From an optimization exercise on the open Yosys and OpenROAD flow, aimed at small area, a short achievable clock period and few clock cycles; shortcuts taken in it are not production practice.
Only simulation tests tie the RTL to the original design; equivalence was not proved.
Power and IR drop assume default switching activity.

<file path="flow/config.mk">
export PLATFORM = sky130hd
export DESIGN_NAME = kruskal_minimum_spanning_tree
export DESIGN_NICKNAME = kruskal_minimum_spanning_tree
export VERILOG_FILES = /design/flow/design.v
export SDC_FILE = /design/flow/constraint.sdc
export NUM_CORES = 4
export LEC_CHECK = 0
export CAP_MARGIN = 20
export CELL_PAD_IN_SITES_DETAIL_PLACEMENT = 1
export CELL_PAD_IN_SITES_GLOBAL_PLACEMENT = 2
export CORE_MARGIN = 2
export CORE_UTILIZATION = 40
export CTS_BUF_LIST = sky130_fd_sc_hd__clkbuf_4 sky130_fd_sc_hd__clkbuf_8
export CTS_CLUSTER_SIZE = 20
export SETUP_SLACK_MARGIN = 3.75
export SLEW_MARGIN = 20
</file>
<file path="flow/constraint.sdc">
create_clock -name core_clock -period 7.0 [get_ports {clk_i}]
set_input_delay 1.4000 -clock core_clock [delete_from_list [all_inputs] [get_ports {clk_i}]]
set_output_delay 1.4000 -clock core_clock [all_outputs]
set_load 0.01 [all_outputs]
</file>
<file path="flow/design.v">
package kmst_pkg;
  localparam int MaxNodes     = 32;
  localparam int MaxEdges     = 64;
  localparam int WeightBits   = 16;
  localparam int TotalW       = 21;
  localparam int CfgW         = 6;
  localparam int NodeCountRst = 32;
  localparam int DataW        = 32;
  localparam int AddrW        = 3;
  localparam logic RegNodeCount = 1'b0;
endpackage
module kmst_edge_mem #(
  parameter int MAX_NODES   = kmst_pkg::MaxNodes,
  parameter int MAX_EDGES   = kmst_pkg::MaxEdges,
  parameter int WEIGHT_BITS = kmst_pkg::WeightBits,
  localparam int NodeW = $clog2(MAX_NODES),
  localparam int EdW   = 2 * NodeW + WEIGHT_BITS
) (
  input  logic           clk_i,
  input  logic           rst_ni,
  input  logic           ins_i,       
  input  logic           seal_i,      
  input  logic [EdW-1:0] wdata_i,
  input  logic           pop_i,       
  input  logic [WEIGHT_BITS-1:0] nxw_i,   
  output logic [EdW-1:0] head_o
);
  localparam int N = MAX_EDGES;
  logic [EdW-1:0] data_q [N];
  logic [N-1:0]   valid_q, new_q;
  logic [N-1:0]   gt_q, gtc;         
  logic [N:0]     st;                
  logic           gtw;
  logic [N-1:0]   s_nx, s_pv, s_nw, s_kp;    
  logic signed [WEIGHT_BITS-1:0] dw;
  logic signed [WEIGHT_BITS-1:0] ew [N];
  assign dw = wdata_i[WEIGHT_BITS-1:0];
  for (genvar i = 0; i < N; i++) begin : g_cmp
    assign ew[i] = data_q[i][WEIGHT_BITS-1:0];
    kmst_sgt #(.W(WEIGHT_BITS)) u_gt (.a_i(ew[i]), .b_i(nxw_i), .gt_o(gtc[i]));
  end
  kmst_sgt #(.W(WEIGHT_BITS)) u_gtw (.a_i(dw), .b_i(nxw_i), .gt_o(gtw));
  always_comb begin
    for (int i = 0; i < N; i++) begin
      st[i] = valid_q[i] && (!new_q[i] || !gt_q[i]);
    end
    st[N] = 1'b0;
    for (int i = 0; i < N; i++) begin
      s_nx[i] = pop_i && (!ins_i || st[i+1]);
      s_nw[i] = ins_i && (pop_i ? (st[i] && !st[i+1])
                                : (!st[i] && ((i == 0) || st[(i + N - 1) % N])));
      s_pv[i] = ins_i && !pop_i && (i != 0) && !st[i] && !st[(i + N - 1) % N];
      s_kp[i] = !(s_nx[i] || s_nw[i] || s_pv[i]);
    end
  end
  always_ff @(posedge clk_i or negedge rst_ni) begin
    if (!rst_ni) begin
      valid_q <= '0;
    end else begin
      for (int i = 0; i < N; i++) begin
        valid_q[i] <= (s_kp[i] && valid_q[i]) || s_nw[i] ||
                      (s_nx[i] && (i != N - 1) && valid_q[(i + 1) % N]) ||
                      (s_pv[i] && valid_q[(i + N - 1) % N]);
      end
    end
  end
  always_ff @(posedge clk_i) begin
    for (int i = 0; i < N; i++) begin
      data_q[i] <= ({EdW{s_kp[i]}} & data_q[i]) |
                   ({EdW{s_nx[i]}} & data_q[(i + 1) % N]) |
                   ({EdW{s_pv[i]}} & data_q[(i + N - 1) % N]) |
                   ({EdW{s_nw[i]}} & wdata_i);
      new_q[i]  <= ((s_kp[i] && new_q[i]) || s_nw[i] ||
                    (s_nx[i] && new_q[(i + 1) % N]) ||
                    (s_pv[i] && new_q[(i + N - 1) % N])) && !seal_i;
      gt_q[i]   <= (s_kp[i] && gtc[i]) || (s_nw[i] && gtw) ||
                   (s_nx[i] && gtc[(i + 1) % N]) ||
                   (s_pv[i] && gtc[(i + N - 1) % N]);
    end
  end
  assign head_o = data_q[0];
endmodule
module kmst_sgt #(
  parameter int W = 16
) (
  input  logic [W-1:0] a_i,
  input  logic [W-1:0] b_i,
  output logic         gt_o
);
  localparam int L = $clog2(W);
  logic [W-1:0] ua, ub;
  logic [W-1:0] g [L+1];
  logic [W-1:0] s [L+1];
  assign ua = {~a_i[W-1], a_i[W-2:0]};
  assign ub = {~b_i[W-1], b_i[W-2:0]};
  assign g[0] = ua & ~ub;
  assign s[0] = ~ua & ub;
  for (genvar l = 0; l < L; l++) begin : g_lvl
    for (genvar j = 0; j < (W >> (l + 1)); j++) begin : g_node
      assign g[l+1][j] = g[l][2*j+1] | (!s[l][2*j+1] & g[l][2*j]);
      assign s[l+1][j] = s[l][2*j+1] | (!g[l][2*j+1] & s[l][2*j]);
    end
    if ((W >> (l + 1)) < W) begin : g_pad
      assign g[l+1][W-1:(W >> (l + 1))] = '0;
      assign s[l+1][W-1:(W >> (l + 1))] = '0;
    end
  end
  assign gt_o = g[L][0];
endmodule
module kmst_uf_mem #(
  parameter int MAX_NODES = kmst_pkg::MaxNodes,
  localparam int NodeW = $clog2(MAX_NODES)
) (
  input  logic             clk_i,
  input  logic             clear_i,    
  input  logic             fresh_i,    
  input  logic [NodeW-1:0] a_i,
  input  logic [NodeW-1:0] b_i,
  output logic [NodeW-1:0] la_o,
  output logic [NodeW-1:0] lb_o,
  input  logic             join_i,
  input  logic [NodeW-1:0] ja_i,
  input  logic [NodeW-1:0] jb_i
);
  logic [NodeW-1:0]     lab_q [MAX_NODES];
  logic [NodeW-1:0]     ra, rb;
  logic [MAX_NODES-1:0] upd;        
  always_comb begin
    for (int i = 0; i < MAX_NODES; i++) begin
      upd[i] = join_i && (lab_q[i] == jb_i);
    end
  end
  assign ra = lab_q[a_i];
  assign rb = lab_q[b_i];
  always_comb begin
    if (fresh_i) begin
      la_o = a_i;
      lb_o = b_i;
    end else begin
      la_o = upd[a_i] ? ja_i : ra;
      lb_o = upd[b_i] ? ja_i : rb;
    end
  end
  always_ff @(posedge clk_i) begin
    for (int i = 0; i < MAX_NODES; i++) begin
      logic u, kp;
      u  = upd[i] && !clear_i;
      kp = !clear_i && !upd[i];
      lab_q[i] <= ({NodeW{kp}} & lab_q[i]) | ({NodeW{u}} & ja_i) |
                  ({NodeW{clear_i}} & NodeW'(i));
    end
  end
endmodule
module kruskal_minimum_spanning_tree #(
  parameter int MAX_NODES   = kmst_pkg::MaxNodes,
  parameter int MAX_EDGES   = kmst_pkg::MaxEdges,
  parameter int WEIGHT_BITS = kmst_pkg::WeightBits,
  localparam int NodeW = $clog2(MAX_NODES),
  localparam int CntW  = $clog2(MAX_EDGES + 1),
  localparam int EdW   = 2 * NodeW + WEIGHT_BITS
) (
  input  logic                                 clk_i,
  input  logic                                 rst_ni,
  input  logic                                 psel,
  input  logic                                 penable,
  input  logic                                 pwrite,
  input  logic [kmst_pkg::AddrW-1:0]           paddr,
  input  logic [kmst_pkg::DataW-1:0]           pwdata,
  output logic [kmst_pkg::DataW-1:0]           prdata,
  output logic                                 pready,
  input  logic                                 in_valid_i,
  output logic                                 in_stall_o,
  input  logic [NodeW-1:0]                     first_node_i,
  input  logic [NodeW-1:0]                     second_node_i,
  input  logic signed [WEIGHT_BITS-1:0]        weight_i,
  input  logic                                 last_edge_i,
  output logic                                 out_valid_o,
  input  logic                                 out_stall_i,
  output logic [NodeW-1:0]                     tree_first_node_o,
  output logic [NodeW-1:0]                     tree_second_node_o,
  output logic signed [kmst_pkg::TotalW-1:0]   total_weight_o,
  output logic                                 is_total_o,
  output logic                                 overflow_o,
  output logic                                 last_o
);
  localparam int GqD  = 3;              
  localparam int GMax = GqD + 1;
  localparam int GcW  = $clog2(GMax + 1);
  logic [kmst_pkg::CfgW-1:0] node_count_q;
  logic [kmst_pkg::CfgW-1:0] prdata_q;
  logic [NodeW:0]            n_eff;
  logic                   ir_ins_q, ir_last_q, ir_drop_q;
  logic [CntW-1:0]        ir_cnt_q;
  logic [EdW-1:0]         ir_data_q;
  logic                   stall_q;
  logic [CntW-1:0]        load_cnt_q;      
  logic                   load_drop_q;
  logic [CntW-1:0]        old_q;           
  logic [CntW-1:0]        ring_q;          
  logic [GcW-1:0]         gcnt_q;          
  logic [CntW-1:0]        gq_cnt_q  [GqD];
  logic                   gq_drop_q [GqD];
  logic [GqD-1:0]         gq_v_q;
  logic                   act_q, act_drop_q;
  logic [CntW-1:0]        rem_q;
  logic                   p1_edge_q, p1_first_q, p1_last_q, p1_mark_q, p1_drop_q;
  logic [NodeW-1:0]       p1_u_q, p1_v_q;
  logic signed [WEIGHT_BITS-1:0] p1_w_q;
  logic                   p2_edge_q, p2_last_q, p2_mark_q, p2_drop_q;
  logic [NodeW-1:0]       p2_u_q, p2_v_q, p2_la_q, p2_lb_q;
  logic signed [WEIGHT_BITS-1:0] p2_w_q;
  logic                   init_q, first_q;
  logic                   pend_q, pend_drop_q;    
  logic signed [kmst_pkg::TotalW-1:0] total_q;
  logic                   out_valid_q, out_total_q, out_ovf_q;
  logic [NodeW-1:0]       out_u_q, out_v_q;
  assign pready = 1'b1;
  assign prdata = kmst_pkg::DataW'(prdata_q);
  always_ff @(posedge clk_i or negedge rst_ni) begin
    if (!rst_ni) begin
      node_count_q <= kmst_pkg::CfgW'(kmst_pkg::NodeCountRst);
    end else if (psel && penable && pwrite && (paddr[2] == kmst_pkg::RegNodeCount)) begin
      node_count_q <= pwdata[kmst_pkg::CfgW-1:0];
    end
  end
  always_ff @(posedge clk_i) begin
    prdata_q <= (paddr[2] == kmst_pkg::RegNodeCount) ? node_count_q : '0;
  end
  assign n_eff = (node_count_q > kmst_pkg::CfgW'(MAX_NODES)) ?
                 (NodeW + 1)'(MAX_NODES) : (NodeW + 1)'(node_count_q);
  logic acc, acc_last, edge_ok;
  logic [CntW-1:0] cnt_inc;
  assign in_stall_o = stall_q;
  assign acc      = in_valid_i && !stall_q;
  assign acc_last = acc && last_edge_i;
  assign edge_ok  = ((NodeW + 1)'(first_node_i) < n_eff) &&
                    ((NodeW + 1)'(second_node_i) < n_eff) &&
                    (load_cnt_q != CntW'(MAX_EDGES));
  assign cnt_inc  = load_cnt_q + CntW'(edge_ok);
  logic adv, go, pop, last, mark, free, ins;
  assign adv  = !out_valid_q || !out_stall_i;
  logic popok_q, one_q, mk_q;
  assign go   = adv && !pend_q;
  assign pop  = adv && popok_q;
  assign last = pop && one_q;
  assign mark = go && mk_q;
  assign free = !act_q || mark || last;        
  assign ins  = acc && edge_ok;
  logic [CntW-1:0] base, old_s;
  logic [GcW-1:0]  g_s;
  logic            fin, old_nz_d, full_d, gfull_d;
  assign base  = ring_q + CntW'(ir_ins_q);
  assign old_s = old_q + (ir_last_q ? ir_cnt_q : '0);
  assign g_s   = gcnt_q + GcW'(ir_last_q);
  assign fin   = mark || last;
  assign full_d   = acc ? (pop ? (base >= CntW'(MAX_EDGES)) : (base >= CntW'(MAX_EDGES - 1)))
                        : (!pop && (base >= CntW'(MAX_EDGES)));
  assign old_nz_d = acc_last || (pop ? (old_s >= CntW'(2)) : (old_s != '0));
  assign gfull_d  = acc_last ? (fin ? (g_s >= GcW'(GMax)) : (g_s >= GcW'(GMax - 1)))
                             : (!fin && (g_s >= GcW'(GMax)));
  always_ff @(posedge clk_i or negedge rst_ni) begin
    if (!rst_ni) begin
      stall_q     <= 1'b0;
      load_cnt_q  <= '0;
      load_drop_q <= 1'b0;
      old_q       <= '0;
      ring_q      <= '0;
      gcnt_q      <= '0;
      ir_ins_q    <= 1'b0;
      ir_last_q   <= 1'b0;
    end else begin
      ring_q  <= pop ? base - CntW'(1) : base;
      old_q   <= pop ? old_s - CntW'(1) : old_s;
      gcnt_q  <= fin ? g_s - GcW'(1) : g_s;
      stall_q <= (old_nz_d && full_d) || gfull_d;
      if (acc) begin
        load_cnt_q  <= last_edge_i ? '0 : cnt_inc;
        load_drop_q <= last_edge_i ? 1'b0 : (load_drop_q || !edge_ok);
      end
      ir_ins_q  <= ins;
      ir_last_q <= acc_last;
    end
  end
  always_ff @(posedge clk_i) begin
    if (acc) begin
      ir_data_q <= {first_node_i, second_node_i, weight_i};
      ir_cnt_q  <= cnt_inc;
      ir_drop_q <= load_drop_q || !edge_ok;
    end
  end
  logic [EdW-1:0] head;
  kmst_edge_mem #(
    .MAX_NODES  (MAX_NODES),
    .MAX_EDGES  (MAX_EDGES),
    .WEIGHT_BITS(WEIGHT_BITS)
  ) u_edge_mem (
    .clk_i  (clk_i),
    .rst_ni (rst_ni),
    .ins_i  (ir_ins_q),
    .seal_i (ir_last_q),
    .wdata_i(ir_data_q),
    .pop_i  (pop),
    .nxw_i  (weight_i),
    .head_o (head)
  );
  logic take_q0, push;
  assign take_q0 = free && gq_v_q[0];
  assign push    = ir_last_q && !(free && !gq_v_q[0]);
  logic            act_n, pend_n;
  logic [CntW-1:0] rem_n;
  always_comb begin
    act_n = act_q;
    rem_n = rem_q;
    if (free) begin
      act_n = gq_v_q[0] || ir_last_q;
      rem_n = gq_v_q[0] ? gq_cnt_q[0] : ir_cnt_q;
    end else if (pop) begin
      rem_n = rem_q - CntW'(1);
    end
  end
  always_ff @(posedge clk_i or negedge rst_ni) begin
    if (!rst_ni) begin
      gq_v_q  <= '0;
      act_q   <= 1'b0;
      rem_q   <= '0;
      popok_q <= 1'b0;
      one_q   <= 1'b0;
      mk_q    <= 1'b0;
    end else begin
      act_q   <= act_n;
      rem_q   <= rem_n;
      popok_q <= act_n && (rem_n != '0) && !pend_n;
      one_q   <= (rem_n == CntW'(1));
      mk_q    <= act_n && (rem_n == '0);
      for (int i = 0; i < GqD; i++) begin
        if (take_q0) begin
          gq_v_q[i] <= ((i < GqD - 1) && gq_v_q[(i + 1) % GqD]) || (push && gq_v_q[i]);
        end else if (push) begin
          gq_v_q[i] <= (i == 0) || gq_v_q[(i + GqD - 1) % GqD];
        end
      end
    end
  end
  always_ff @(posedge clk_i) begin
    if (free) begin
      act_drop_q <= gq_v_q[0] ? gq_drop_q[0] : ir_drop_q;
    end
    for (int i = 0; i < GqD; i++) begin
      if (take_q0 && (i < GqD - 1) && gq_v_q[(i + 1) % GqD]) begin
        gq_cnt_q[i]  <= gq_cnt_q[(i + 1) % GqD];
        gq_drop_q[i] <= gq_drop_q[(i + 1) % GqD];
      end else if (push && (take_q0 ? gq_v_q[i] : (!gq_v_q[i] && ((i == 0) || gq_v_q[(i + GqD - 1) % GqD])))) begin
        gq_cnt_q[i]  <= ir_cnt_q;
        gq_drop_q[i] <= ir_drop_q;
      end
    end
  end
  logic diff, p2_join, e_out, t_out, clr;
  logic [NodeW-1:0] la, lb;
  assign diff    = (p2_la_q != p2_lb_q);
  assign p2_join = adv && !pend_q && p2_edge_q;
  assign e_out   = !pend_q && p2_edge_q && diff;
  assign t_out   = !pend_q && (p2_mark_q || (p2_edge_q && p2_last_q && !diff));
  assign clr     = init_q || (adv && (pend_q || t_out));
  assign pend_n  = adv ? (!pend_q && p2_edge_q && p2_last_q && diff) : pend_q;
  logic                               restart;
  logic signed [kmst_pkg::TotalW-1:0] total_sum;
  assign restart   = init_q || (adv && out_valid_q && out_total_q);
  assign total_sum = total_q + kmst_pkg::TotalW'(p2_w_q);
  kmst_uf_mem #(
    .MAX_NODES(MAX_NODES)
  ) u_uf_mem (
    .clk_i  (clk_i),
    .clear_i(clr),
    .fresh_i(p1_first_q),
    .a_i    (p1_u_q),
    .b_i    (p1_v_q),
    .la_o   (la),
    .lb_o   (lb),
    .join_i (p2_join),
    .ja_i   (p2_la_q),
    .jb_i   (p2_lb_q)
  );
  always_ff @(posedge clk_i or negedge rst_ni) begin
    if (!rst_ni) begin
      init_q      <= 1'b1;
      first_q     <= 1'b0;
      p1_edge_q   <= 1'b0;
      p1_mark_q   <= 1'b0;
      p2_edge_q   <= 1'b0;
      p2_mark_q   <= 1'b0;
      pend_q      <= 1'b0;
      out_valid_q <= 1'b0;
    end else begin
      init_q <= 1'b0;
      if (free) begin
        first_q <= 1'b1;
      end else if (pop) begin
        first_q <= 1'b0;
      end
      if (go) begin
        p1_edge_q <= pop;
        p1_mark_q <= mark;
        p2_edge_q <= p1_edge_q;
        p2_mark_q <= p1_mark_q;
      end
      if (adv) begin
        pend_q      <= pend_n;
        out_valid_q <= pend_q || e_out || t_out;
      end
    end
  end
  always_ff @(posedge clk_i) begin
    if (pop) begin
      {p1_u_q, p1_v_q, p1_w_q} <= head;
      p1_first_q <= first_q;
    end
    if (go) begin
      p1_last_q <= last;
      p2_last_q <= p1_last_q;
      p2_drop_q <= p1_drop_q;
      p2_u_q    <= p1_u_q;
      p2_v_q    <= p1_v_q;
      p2_w_q    <= p1_w_q;
      p2_la_q   <= la;
      p2_lb_q   <= lb;
    end
    if (last || mark) begin
      p1_drop_q <= act_drop_q;
    end
    if (adv && !pend_q) begin
      pend_drop_q <= p2_drop_q;
    end
    total_q <= (p2_join && diff) ? (restart ? kmst_pkg::TotalW'(p2_w_q) : total_sum)
                                 : (restart ? '0 : total_q);
    if (adv) begin
      out_total_q <= pend_q || t_out;
      out_ovf_q   <= pend_q ? pend_drop_q : (t_out && p2_drop_q);
      out_u_q     <= e_out ? p2_u_q : '0;
      out_v_q     <= e_out ? p2_v_q : '0;
    end
  end
  assign out_valid_o        = out_valid_q;
  assign tree_first_node_o  = out_u_q;
  assign tree_second_node_o = out_v_q;
  assign total_weight_o     = out_total_q ? total_q : '0;
  assign is_total_o         = out_total_q;
  assign overflow_o         = out_ovf_q;
  assign last_o             = out_total_q;
endmodule
</file>
<file path="flow/run.sh">
#!/bin/bash
# synth_recipe.tcl (not shown) runs the flow's synth.tcl, then flattens the netlist and writes it again
# the make line also repeats each setting of config.mk as NAME=value (left out here)
make -C /OpenROAD-flow-scripts/flow DESIGN_CONFIG=/design/flow/config.mk WORK_HOME=/design/flow/orfs CLKGATE_MAP_FILE= SYNTH_SCRIPT=/design/flow/synth_recipe.tcl finish
</file>
==> metrics.cfg, run 1 <==
[die]
fp.dieW_microns = 540.9
coreArea_sq_um = 287400
die_area_sq_um = 292600
boundaryPins = 138
fp-row-count = 197
die_y_microns = 540.9
initial_core_util_pct = 40.12

[placement]
place_area_sq_um = 120400
hpwl_microns = 369900
numPortBuffers = 82
place_congestion = 0.9528

[critical_path]
path_common_cell = buf_6
r2r_start = p1_u_q[1]$_DFFE_PP_
r2r-end = p2_la_q[0]$_DFFE_PP_
cp_cell_sequence = buf_6 -> buf_8 -> and2_4 -> buf_6
end_kind = primary output
cp_top_family = flip-flops
cp_num_buf_inv = 3
crit_end = total_weight_o[15]
r2r_setup_slack_ns = 3.69
critPathLaunch = out_total_q$_DFFE_PN_
cp_slowest_cell = edfxtp_1
max_stage_delay_ns = 0.43
worstPathArrival_ns = 2.10
worst-r2r-cell-count = 9
cp_num_cells = 4
cp_max_fo = 7
cp.required_ns = 5.60
critical_path_class = reg2out
start_kind = flip-flop

[synthesis]
syn_avg_cell_area_sq_um = 8.239
yosys.area_share.simple_pct = 18.94
synth_top_family_by_area = compound AO/OA/AOI/OAI gates
synthAdderAreaFrac_pct = 2.990
synth_compound_area_share_pct = 27.67
async_reset_ff_share_pct = 5.362
synth-main-ff-cell = dfxtp_1
netlist_instances = 14000
yosysSeqAreaShare_pct = 40.76
synth-xor-area-share_pct = 1.618
muxShareOfSynthArea_pct = 2.252
synth_edf_count = 160
yosys_warnings = 13
synth_area_sq_um = 115300
ys_types = 95
synth_seq_cells = 2238

[global_route]
grt_pass1_wl_microns = 804500
grt_antenna_before_repair = 22
grtUsageTotal_pct = 35.46
grt_max_degree = 82
grt_pass1_vias = 119400
grt.overflow.total = 0

[clock_network]
h-tree-depth = 5
clockBufferDepth = 4
clock_sinks = 2238
root_buffer = clkbuf_8
cts_hold_buffers = 0
clk_pin_slew_ns = 0.07
numCtsBuffers = 413
insertion_delay_ns = 1.13
cts_tree = yes

[run_status]
run_status = complete, no violations

[timing]
setup_viol_count_final = 0
clock_skew_ns = 0.06814
rsz0062_at_grt = true
min_period_ns = 3.495
worstMarginPinSlew_ns = 1.168
hold_viol = 0
fin_crit_sh_pct = 49.93
max_freq_mhz = 286.1
finalSetupTns_ns = 0
fin_hold_ws_ns = 0.3007
slew_violations = 0
slew-limit-headroom_pct = 22.10

[routing]
avgRoutedWirePerCell_microns = 31.21
ant_nets = 0
dr.pass1.iters = 14
num_vias = 121800
wirelength_microns = 557600
viasPerCell = 6.816
drcViolationCount = 0
drtIter0Drc = 21090

[worst_hold_path]
hold_class = in2async

[finish]
syn_to_final_growth_pct = 15.63
final_area_sq_um = 133300
fill_cells = 33180
utilization_pct = 46.40
drive_gt1_share_pct = 13.95
nets = 13850

[run]
maxCapViolations = 0

[pwr]
p_int_uw = 30760
p_leak_uw = 0.05325
irDropWorstVdd_mv = 0.2411
p_sw_share_pct = 44.04
combinationalPowerShare_pct = 36.9
clkPwrFrac_pct = 25.3
power_frac_seq_pct = 37.8
power_density_nw_per_um2 = 412.2
netSwitchingPower_uw = 24210

[state kept, by name (all words and copies together), names as in the netlist, 21 cells and up]
| register | flops |
|---|---|
| gq_cnt_q | 21 |
| ir_data_q | 26 |
| total_q | 21 |
| u_edge_mem.data_q | 1664 |
| u_edge_mem.gt_q | 64 |
| u_edge_mem.new_q | 64 |
| u_edge_mem.valid_q | 64 |
| u_uf_mem.lab_q | 160 |
[cells by family after synthesis]
kind of cell | Yosys count
multiplexers | 241
other | 2
adder cells (fa/ha/maj) | 328
flip-flops | 2238
AO/OA/AOI/OAI | 3979
XOR/XNOR | 213
buffers and inverters | 1707
AND/OR/NAND/NOR | 5288
[power groups by stage]
stage                     Sequential [uW]  Clock (uW)  Combinational [uW]
after floorplan                     18700           0               12600
after global placement              20800           0               17700
after detailed placement            20900           0               18400
after CTS                           20600       14100               19200
after global routing                21100       14700               21800
final                               20800       13900               20300
[synth_stat cells, types with 120 or more instances]
cell type / instances / area, sq um
xnor2_1: 150 / 1314
dfxtp_1: 1958 / 39200
mux2i_1: 192 / 1922
o21ai_0: 456 / 2282
and2_1: 131 / 819.5
maj3_1: 258 / 2582
nor3_1: 204 / 1021
buf_1: 120 / 450.4
nor2_1: 482 / 1809
nand2_1: 3914 / 14690
clkbuf_1: 1141 / 4283
edfxtp_1: 160 / 4805
inv_1: 333 / 1250
a22oi_1: 150 / 1126
nand3_1: 153 / 765.7
a21oi_1: 662 / 3313
nand2b_1: 124 / 775.7
a222oi_1: 1668 / 16700
a221oi_1: 150 / 1314
[final cells by class]
class | count | area [sq um] | share of cell area [%]
multi-input combinational | 10090 | 64570 | 48.42
clock inverter | 74 | 664.4 | 0.4983
timing repair buffer | 641 | 6364 | 4.772
inverter | 342 | 1515 | 1.136
tap | 3781 | 4731 | 3.548
sequential | 2238 | 47020 | 35.26
timing repair inverter | 7 | 71.32 | 0.05348
clock buffer | 684 | 8376 | 6.281
antenna | 13 | 32.53 | 0.02440
[per-layer routing]
| metal | global-route usage [%] | part of all wire (%) | up-vias | wire length [microns] |
|---|---|---|---|---|
| met3 | 5.308 | 8.6 | 1161 | 47980 |
| li1 | - | - | 52400 | - |
| met2 | 56.37 | 45 | 5997 | 253000 |
| met4 | 15.51 | 4.3 | 12 | 23990 |
| met1 | 47.59 | 42 | 62200 | 232500 |
| met5 | 0 | 0.015 | - | 83 |
[per-stage QoR]
stage,std cells,power (uW),worst slack [ns]
after detailed placement,16910,39230,1.545
after CTS,17760,53890,3.442
after floorplan,14020,31380,3.226
final,17870,54970,3.505
after global routing,17860,57480,3.451
after global placement,16910,38420,1.249
[timing repair]
action | CTS | global route
gates resized for setup | 326 | 257
setup endpoints to repair | 2042 | 391
setup buffers | 80 | 73
pin swaps | 37 | 59
cloned | 14 | 22
[worst min path at each step]
stage,endpoint,depth (start not counted),from,slack (ns)
2_1_floorplan,p1_drop_q$_DFFE_PN_,0,act_drop_q$_DFFE_PN_,0.40
3_3_place_gp,p1_drop_q$_DFFE_PN_,0,act_drop_q$_DFFE_PN_,0.40
3_5_place_dp,p2_drop_q$_DFFE_PP_,0,p1_drop_q$_DFFE_PN_,0.41
4_1_cts,u_edge_mem.valid_q[23]$_DFF_PN0_,1,rst_ni,0.21
5_1_grt,u_edge_mem.valid_q[23]$_DFF_PN0_,1,rst_ni,0.26
6_report,u_edge_mem.valid_q[23]$_DFF_PN0_,1,rst_ni,0.30
[cell usage in the layout (no fill, tap or decap), types with 64 or more instances in the layout]
| master | instances |
|---|---|
| maj3_1 | 220 |
| a222oi_1 | 1668 |
| buf_4 | 444 |
| a31oi_1 | 66 |
| dfxtp_1 | 1958 |
| a21oi_1 | 584 |
| nor2_1 | 466 |
| nor3_2 | 78 |
| xnor2_1 | 150 |
| a221oi_1 | 138 |
| edfxtp_1 | 160 |
| and2_1 | 98 |
| nor3_1 | 90 |
| nand3_1 | 149 |
| nor2b_1 | 94 |
| nand2b_1 | 121 |
| clkbuf_8 | 519 |
| inv_1 | 319 |
| a21oi_2 | 64 |
| clkbuf_4 | 167 |
| mux2i_1 | 192 |
| dfrtp_1 | 113 |
| a22oi_1 | 134 |
| nand2_1 | 3900 |
| o21ai_0 | 444 |
| o22ai_1 | 83 |
| a22o_1 | 74 |
Testbench counts, summed over its fixed seeds: cycles 5,175.
==> run 2: changes to the inputs <==
--- a/flow/config.mk
+++ b/flow/config.mk
@@ -12,5 +12,5 @@
 export CORE_UTILIZATION = 40
 export CTS_BUF_LIST = sky130_fd_sc_hd__clkbuf_4 sky130_fd_sc_hd__clkbuf_8
 export CTS_CLUSTER_SIZE = 20
-export SETUP_SLACK_MARGIN = 3.75
+export SETUP_SLACK_MARGIN = 4.0
 export SLEW_MARGIN = 20
==> run 2 against run 1 <==
Net effect: area after synthesis unchanged; combinational power up 7%; non-clock buffer count up 119.
==> metrics.cfg, run 2 <==
[finish]
syn_to_final_growth_pct = 18.14  ; was 15.63%
layout_commonest_cell = nand2_1  ; unchanged
largest_register_ffs = 1664  ; unchanged
drive_gt1_share_pct = 16.06  ; was 13.95%
utilization_pct = 47.40  ; was 46.40%
multi_input_area_sq_um = 66210  ; was 64,570 sq um
seqCellArea_sq_um = 47020  ; about the same
fill_cells = 33020  ; was 33,180
reg_top3 = u_edge_mem.data_q: 1664 flops, u_uf_mem.lab_q: 160 flops  ; unchanged
final_area_sq_um = 136200  ; was 133,300 sq um
top_register = u_edge_mem.data_q  ; unchanged
nets = 13980  ; was 13,850
layout_common_cells = nand2_1, dfxtp_1, a222oi_1  ; unchanged

[routing]
ant_nets = 0  ; unchanged
avgRoutedWirePerCell_microns = 31.61  ; was 31.21 microns
dr.pass1.iters = 13  ; was 14
drcViolationCount = 0  ; unchanged
wirelength_microns = 569200  ; was 557,600 microns
num_vias = 122400  ; was 121,800
viasPerCell = 6.796  ; was 6.816
drtIter0Drc = 20730  ; was 21,090

[clock_network]
clockBufferDepth = 4  ; unchanged
cts_hold_buffers = 0  ; unchanged
clock_sinks = 2238  ; unchanged
cts_tree = yes  ; unchanged
numCtsBuffers = 417  ; was 413
insertion_delay_ns = 1.15  ; was 1.13 ns
clk_pin_slew_ns = 0.06  ; was 0.07 ns
h-tree-depth = 5  ; unchanged
root_buffer = clkbuf_8  ; unchanged

[timing]
setup_viol_count_final = 0  ; unchanged
fin_crit_sh_pct = 49.98  ; was 49.93%
hold_viol = 0  ; unchanged
slew-limit-headroom_pct = 23.48  ; was 22.10%
clock_skew_ns = 0.05729  ; was 0.06814 ns
rsz0062_at_grt = true  ; unchanged
worstMarginPinSlew_ns = 1.148  ; was 1.168 ns
slew_violations = 0  ; unchanged
finalSetupTns_ns = 0  ; unchanged
fin_hold_ws_ns = 0.2902  ; was 0.3007 ns
max_freq_mhz = 285.8  ; was 286.1 MHz
min_period_ns = 3.499  ; was 3.495 ns

[pwr]
irDropWorstVdd_mv = 0.2166  ; was 0.2411 mV
power_density_nw_per_um2 = 413.8  ; was 412.2 nW/um^2
p_leak_uw = 0.05443  ; was 0.05325 uW

[die]
fp-row-count = 197  ; unchanged
coreArea_sq_um = 287400  ; unchanged
die_area_sq_um = 292600  ; unchanged
die_y_microns = 540.9  ; unchanged
initial_core_util_pct = 40.12  ; unchanged
fp.dieW_microns = 540.9  ; unchanged
boundaryPins = 138  ; unchanged

[critical_path]
cp_max_fo = 7  ; unchanged
cp_cell_sequence = buf_6 -> buf_12 -> and2_4 -> buf_6  ; was buf_6 -> buf_8 -> and2_4 -> buf_6
worst-r2r-cell-count = 13  ; was 9
end_kind = primary output  ; unchanged
cp.required_ns = 5.60  ; about the same
worstPathArrival_ns = 2.10  ; about the same
path_common_cell = buf_6  ; unchanged
start_kind = flip-flop  ; unchanged
max_stage_delay_ns = 0.41  ; was 0.43 ns
cp_slowest_cell = edfxtp_1  ; unchanged
r2r-end = u_edge_mem.gt_q[47]$_DFF_P_  ; was p2_la_q[0]$_DFFE_PP_
r2r_setup_slack_ns = 3.71  ; was 3.69 ns
r2r_start = ir_data_q[0]$_DFFE_PP_  ; was p1_u_q[1]$_DFFE_PP_
critical_path_class = reg2out  ; unchanged

[run]
maxCapViolations = 0  ; unchanged

[global_route]
grt_max_degree = 81  ; was 82
grt_pass1_vias = 121000  ; was 119,400
grt.overflow.total = 0  ; unchanged
grtUsageTotal_pct = 36.80  ; was 35.46%
grt_antenna_before_repair = 30  ; was 22
grt_pass1_wl_microns = 828200  ; was 804,500 microns

[worst_hold_path]
hold_class = in2async  ; unchanged

[synthesis]
synth_seq_cells = 2238  ; unchanged
synth_area_sq_um = 115300  ; unchanged
yosysMostFrequentCell = nand2_1  ; unchanged
ys_types = 95  ; unchanged
yosysSeqAreaShare_pct = 40.76  ; unchanged
async_reset_ff_share_pct = 5.362  ; unchanged
synth_top_area_cell = dfxtp_1  ; unchanged
synth_edf_count = 160  ; unchanged
netlist_top_cells_count = nand2_1, dfxtp_1, a222oi_1  ; unchanged
ys_top_cells_by_area = dfxtp_1, a222oi_1, nand2_1  ; unchanged
synth_top_area_share_pct = 33.99  ; unchanged
synth-main-ff-cell = dfxtp_1  ; unchanged
yosys_warnings = 13  ; unchanged
syn_avg_cell_area_sq_um = 8.239  ; unchanged
netlist_instances = 14000  ; unchanged

[placement]
place_congestion = 0.9506  ; was 0.9528
numPortBuffers = 82  ; unchanged
hpwl_microns = 372700  ; was 369,900 microns
place_area_sq_um = 120600  ; was 120,400 sq um

[run_status]
run_status = complete, no violations  ; unchanged

## run 2: routing by layer
layer  share of wire (%)  routed length, microns  track usage, %
met2                  44                  251800           57.03
met1                  41                  234900           49.10
met3                 9.3                   53120           6.747
met4                 5.1                   29030           17.88
met5               0.066                     376          0.7398
## run 2: kinds of logic (layout without fill, tap and decap cells)
group	Yosys count	in the layout	synth area share, %
buffers and inverters	1707	1877	5.756
flip-flops	2238	2238	40.76
AO/OA/AOI/OAI	3979	3988	27.67
AND/OR/NAND/NOR	5288	5300	18.94
other	2	42	0.006512
XOR/XNOR	213	213	1.618
adder cells (fa/ha/maj)	328	328	2.990
multiplexers	241	241	2.252
## run 2: layout make-up
| class | instances | share of cell area (%) |
|---|---|---|
| Timing Repair inverter | 5 | 0.05786 |
| Clock inverter | 93 | 0.5226 |
| Timing Repair Buffer | 760 | 5.597 |
| Antenna cell | 14 | 0.02572 |
| Multi-Input combinational cell | 10100 | 48.60 |
| Sequential cell | 2238 | 34.51 |
| Clock buffer | 677 | 6.105 |
| Tap cell | 3781 | 3.473 |
| Inverter | 342 | 1.107 |
## run 2: worst max-delay path: cells and delay by family (launching register included)
kind | cells | cell delay [ns]
flops | 1 | 0.41
simple gates | 1 | 0.17
buf+inv | 3 | 0.43
## run 2: how the worst max path moves through the flow
stage / startpoint / endpoint / slack, ns / cells past startpoint
after floorplan: weight_i[1] / u_edge_mem.gt_q[62]$_DFF_P_ / 3.23 / 12
after global placement: out_stall_i / u_edge_mem.gt_q[36]$_DFF_P_ / 1.14 / 9
after detailed placement: out_stall_i / u_edge_mem.gt_q[36]$_DFF_P_ / 1.04 / 9
after CTS: out_total_q$_DFFE_PN_ / total_weight_o[12] / 3.44 / 4
after global routing: out_total_q$_DFFE_PN_ / total_weight_o[12] / 3.44 / 4
final: out_total_q$_DFFE_PN_ / total_weight_o[1] / 3.50 / 4
## run 2: through the flow
step,total power [uW],setup slack [ns],instances
finish,56370,3.501,18010
global route,58900,3.436,18000
CTS,54790,3.445,17880
detailed placement,39250,1.040,16920
global placement,38440,1.141,16920
floorplan,31630,3.226,14020
## run 2: where the power goes
| group | switching, uW | internal (uW) |
|---|---|---|
| registers | 4470 | 16200 |
| logic | 14300 | 7460 |
| clock network | 6190 | 7730 |
| total | 24900 | 31400 |
## run 2: timing repair
action                                   CTS  global route
setup buffers                            158           100
resized for setup                        631           314
endpoints found under the setup margin  2156           836
pin swaps                                107           167
cloned                                    36            10
==> run 3: changes to the inputs <==
--- a/flow/config.mk
+++ b/flow/config.mk
@@ -9,8 +9,8 @@
 export CELL_PAD_IN_SITES_DETAIL_PLACEMENT = 1
 export CELL_PAD_IN_SITES_GLOBAL_PLACEMENT = 2
 export CORE_MARGIN = 2
-export CORE_UTILIZATION = 40
+export CORE_UTILIZATION = 45
 export CTS_BUF_LIST = sky130_fd_sc_hd__clkbuf_4 sky130_fd_sc_hd__clkbuf_8
 export CTS_CLUSTER_SIZE = 20
-export SETUP_SLACK_MARGIN = 4.0
+export SETUP_SLACK_MARGIN = 3.75
 export SLEW_MARGIN = 20
==> run 3 against run 2 <==
Net effect: setup slack worse by 0.032 ns; hold slack worse by 0.014 ns; clock-buffer cell count is 24 lower; first-iteration DRC count is 10% higher; sequential power hardly changed; via count hardly changed; cell count is 3.3% lower; die area is 11% lower; combinational power is 7% lower; power is 3.3% lower; sequential share of layout area is 1.2 points higher; clock skew is 0.017 ns higher; critical path type unchanged; critical endpoint is now total_weight_o[19]; largest cell class unchanged; largest power group is now registers; highest routed layer unchanged.
==> metrics.cfg, run 3 <==
[run_status]
run_status = complete, no violations  ; unchanged

[finish]
fill_cells = 29470  ; was 33,020
syn_to_final_growth_pct = 14.20  ; was 18.14%
layout_common_cells = nand2_1, dfxtp_1, a222oi_1  ; unchanged
drive_gt1_share_pct = 13.35  ; was 16.06%
top_register = u_edge_mem.data_q  ; unchanged
largest_register_ffs = 1664  ; unchanged
nets = 13830  ; was 13,980
layout_commonest_cell = nand2_1  ; unchanged
reg_top3 = u_edge_mem.data_q: 1664 flops, u_uf_mem.lab_q: 160 flops  ; unchanged

[clock_network]
root_buffer = clkbuf_8  ; unchanged
clockBufferDepth = 4  ; unchanged
numCtsBuffers = 405  ; was 417
cts_hold_buffers = 0  ; unchanged
clock_sinks = 2238  ; unchanged
h-tree-depth = 5  ; unchanged
insertion_delay_ns = 1.15  ; about the same
cts_tree = yes  ; unchanged
clk_pin_slew_ns = 0.06  ; about the same

[critical_path]
r2r-end = p2_la_q[4]$_DFFE_PP_  ; was u_edge_mem.gt_q[47]$_DFF_P_
worstPathArrival_ns = 2.13  ; was 2.10 ns
critical_path_class = reg2out  ; unchanged
cp_max_fo = 7  ; unchanged
critPathLaunch = out_total_q$_DFFE_PN_  ; unchanged
start_kind = flip-flop  ; unchanged
end_kind = primary output  ; unchanged
r2r_setup_slack_ns = 3.64  ; was 3.71 ns
worst-r2r-cell-count = 8  ; was 13
r2r_start = p1_u_q[3]$_DFFE_PP_  ; was ir_data_q[0]$_DFFE_PP_
cp.required_ns = 5.60  ; about the same

[die]
fp.dieW_microns = 510.2  ; was 540.9 microns
coreArea_sq_um = 254400  ; was 287,400 sq um
boundaryPins = 138  ; unchanged
die_y_microns = 510.2  ; was 540.9 microns
fp-row-count = 185  ; was 197
initial_core_util_pct = 45.33  ; was 40.12%
die_area_sq_um = 260300  ; was 292,600 sq um

[placement]
place_congestion = 0.9652  ; was 0.9506
dp_slack_ns = 1.341  ; was 1.040 ns
numPortBuffers = 82  ; unchanged
hpwl_microns = 359400  ; was 372,700 microns

[pwr]
p_int_uw = 30530  ; was 31,440 uW
netSwitchingPower_uw = 23970  ; was 24,930 uW
irDropWorstVdd_mv = 0.2676  ; was 0.2166 mV
power_density_nw_per_um2 = 413.8  ; about the same
combinationalPowerShare_pct = 37.1  ; was 38.6%
power_frac_seq_pct = 38.0  ; was 36.7%
clkPwrFrac_pct = 24.9  ; was 24.7%
p_sw_share_pct = 43.97  ; was 44.23%
p_leak_uw = 0.05280  ; was 0.05443 uW

[routing]
dr.pass1.iters = 12  ; was 13
drcViolationCount = 0  ; unchanged
avgRoutedWirePerCell_microns = 30.82  ; was 31.61 microns
wirelength_microns = 536700  ; was 569,200 microns
num_vias = 122500  ; was 122,400
drtIter0Drc = 22810  ; was 20,730
ant_nets = 0  ; unchanged
viasPerCell = 7.034  ; was 6.796

[run]
maxCapViolations = 0  ; unchanged

[timing]
fin_crit_sh_pct = 50.44  ; was 49.98%
hold_viol = 0  ; unchanged
layout_setup_ws_ns = 3.469  ; was 3.501 ns
rsz0062_at_grt = true  ; unchanged
max_freq_mhz = 283.2  ; was 285.8 MHz
worstMarginPinSlew_ns = 1.140  ; was 1.148 ns
slew-limit-headroom_pct = 23.40  ; was 23.48%
finalSetupTns_ns = 0  ; unchanged
slew_violations = 0  ; unchanged
setup_viol_count_final = 0  ; unchanged
min_period_ns = 3.531  ; was 3.499 ns
clock_skew_ns = 0.07406  ; was 0.05729 ns

[synthesis]
synth_edf_count = 160  ; unchanged
yosys.area_share.simple_pct = 18.94  ; unchanged
syn_avg_cell_area_sq_um = 8.239  ; unchanged
synth_top_area_cell = dfxtp_1  ; unchanged
netlist_instances = 14000  ; unchanged
async_reset_ff_share_pct = 5.362  ; unchanged
synth_top_family_by_area = compound AO/OA/AOI/OAI gates  ; unchanged
synthAdderAreaFrac_pct = 2.990  ; unchanged
yosysMostFrequentCell = nand2_1  ; unchanged
yosysSeqAreaShare_pct = 40.76  ; unchanged
synth_compound_area_share_pct = 27.67  ; unchanged
muxShareOfSynthArea_pct = 2.252  ; unchanged
yosys_warnings = 13  ; unchanged
synth-main-ff-cell = dfxtp_1  ; unchanged
synth_area_sq_um = 115300  ; unchanged
netlist_top_cells_count = nand2_1, dfxtp_1, a222oi_1  ; unchanged
ys_types = 95  ; unchanged
synth-xor-area-share_pct = 1.618  ; unchanged
synth_seq_cells = 2238  ; unchanged
ys_top_cells_by_area = dfxtp_1, a222oi_1, nand2_1  ; unchanged
synth_top_area_share_pct = 33.99  ; unchanged

[worst_hold_path]
hold_class = in2async  ; unchanged

[global_route]
grt_pass1_vias = 120400  ; was 121,000
grt_max_degree = 81  ; unchanged
grt_pass1_wl_microns = 787600  ; was 828,200 microns
grtUsageTotal_pct = 38.95  ; was 36.80%
grt.overflow.total = 0  ; unchanged
grt_antenna_before_repair = 20  ; was 30

-- run 3: cell counts after synthesis --
No cell type changed its count.
-- run 3: cell type report --
class | count | area, sq um | share of cell area, %
well taps | 3366 | 4212 | 3.198
diodes | 14 | 35.03 | 0.02660
repair buffers | 626 | 5918 | 4.494
clock buffers | 653 | 8099 | 6.150
flip-flops and latches | 2238 | 47020 | 35.71
repair inverters | 2 | 20.02 | 0.01520
clock inverters | 80 | 641.9 | 0.4874
inverters | 342 | 1499 | 1.138
multi-input cells | 10090 | 64250 | 48.79
-- run 3: timing repair --
item | CTS | global route
gates cloned | 16 | 14
setup endpoints to repair | 1848 | 362
gates resized for setup | 297 | 192
buffers inserted | 68 | 69
pin swaps | 35 | 46
-- run 3: metal layers --
metal	global-route usage [%]	routed length (microns)
met5	0	192
met4	19.34	26480
met1	52.40	218200
met2	59.58	236100
met3	7.502	55730
-- run 3: cells by family (layout without fill, tap and decap cells) --
logic type               Yosys count  in the layout
other                              2             42
adder cells (fa/ha/maj)          328            328
AND/OR/NAND/NOR                 5288           5298
XOR/XNOR                         213            213
flip-flops                      2238           2238
AO/OA/AOI/OAI                   3979           3984
multiplexers                     241            241
buffers and inverters           1707           1703
-- run 3: worst max-delay path by stage --
stage / slack [ns] / endpoint / cells after the start
3_3_place_gp: 1.34 / p2_la_q[0]$_DFFE_PP_ / 10
3_5_place_dp: 1.34 / p2_la_q[3]$_DFFE_PP_ / 10
6_report: 3.47 / total_weight_o[19] / 4
4_1_cts: 3.44 / total_weight_o[1] / 4
5_1_grt: 3.45 / last_o / 4
2_1_floorplan: 3.23 / u_edge_mem.gt_q[62]$_DFF_P_ / 12
-- run 3: power by group through the flow --
stage,combinational (uW),clock (uW),sequential [uW]
finish,20200,13600,20700
global route,21600,14300,20900
CTS,19000,13700,20500
detailed placement,18300,0,20700
global placement,17500,0,20600
floorplan,12600,0,18700
-- run 3: critical path, cell delays in order, from the launching register on --
cell and delay, ns:
edfxtp_1 0.44, buf_6 0.17, buf_8 0.14, and2_4 0.14
buf_6 0.11
-- run 3: metrics by stage --
step / area, sq um / util [%] / power, uW / hold slack (ns) / cells
2_1_floorplan: 116600 / - / 31380 / 0.4003 / 14020
3_3_place_gp: 119700 / 47.07 / 38100 / 0.4026 / 16500
3_5_place_dp: 119800 / 47.09 / 39000 / 0.4052 / 16500
4_1_cts: 129900 / 51.08 / 53180 / 0.2534 / 17320
5_1_grt: 131700 / 51.76 / 56820 / 0.3099 / 17400
6_report: 131700 / 51.77 / 54500 / 0.2758 / 17410

## re-timing with driven ports
Ports are ideal in the flow. The routed layouts listed here were re-timed in OpenROAD.
Step 1: set_driving_cell puts a clkbuf_16 on clk_i and a buf_2 on each other input, an assumption about the parent block.
Step 2 moves the port delays by t, midway between the first and last clock arrival at a register: inputs arrive t later, outputs are due t later. That takes back most of the time a late clock gives input paths.
Three values: ideal, step 1, step 2; two values: the first two.
run	shift t [ns]	slack for setup (ns)	clock arrival spread, ns
run 1	1.188	3.505 / 3.406 / 2.349	0.075 / 0.074
run 2	1.219	3.501 / 3.399 / 2.245	0.072 / 0.072
run 3	1.210	3.469 / 3.366 / 2.224	0.082 / 0.082
After both steps every run listed still meets setup and hold. For run 2, which loses most, drivers alone change the setup slack by -0.102 ns; drivers and shift together by -1.256 ns.
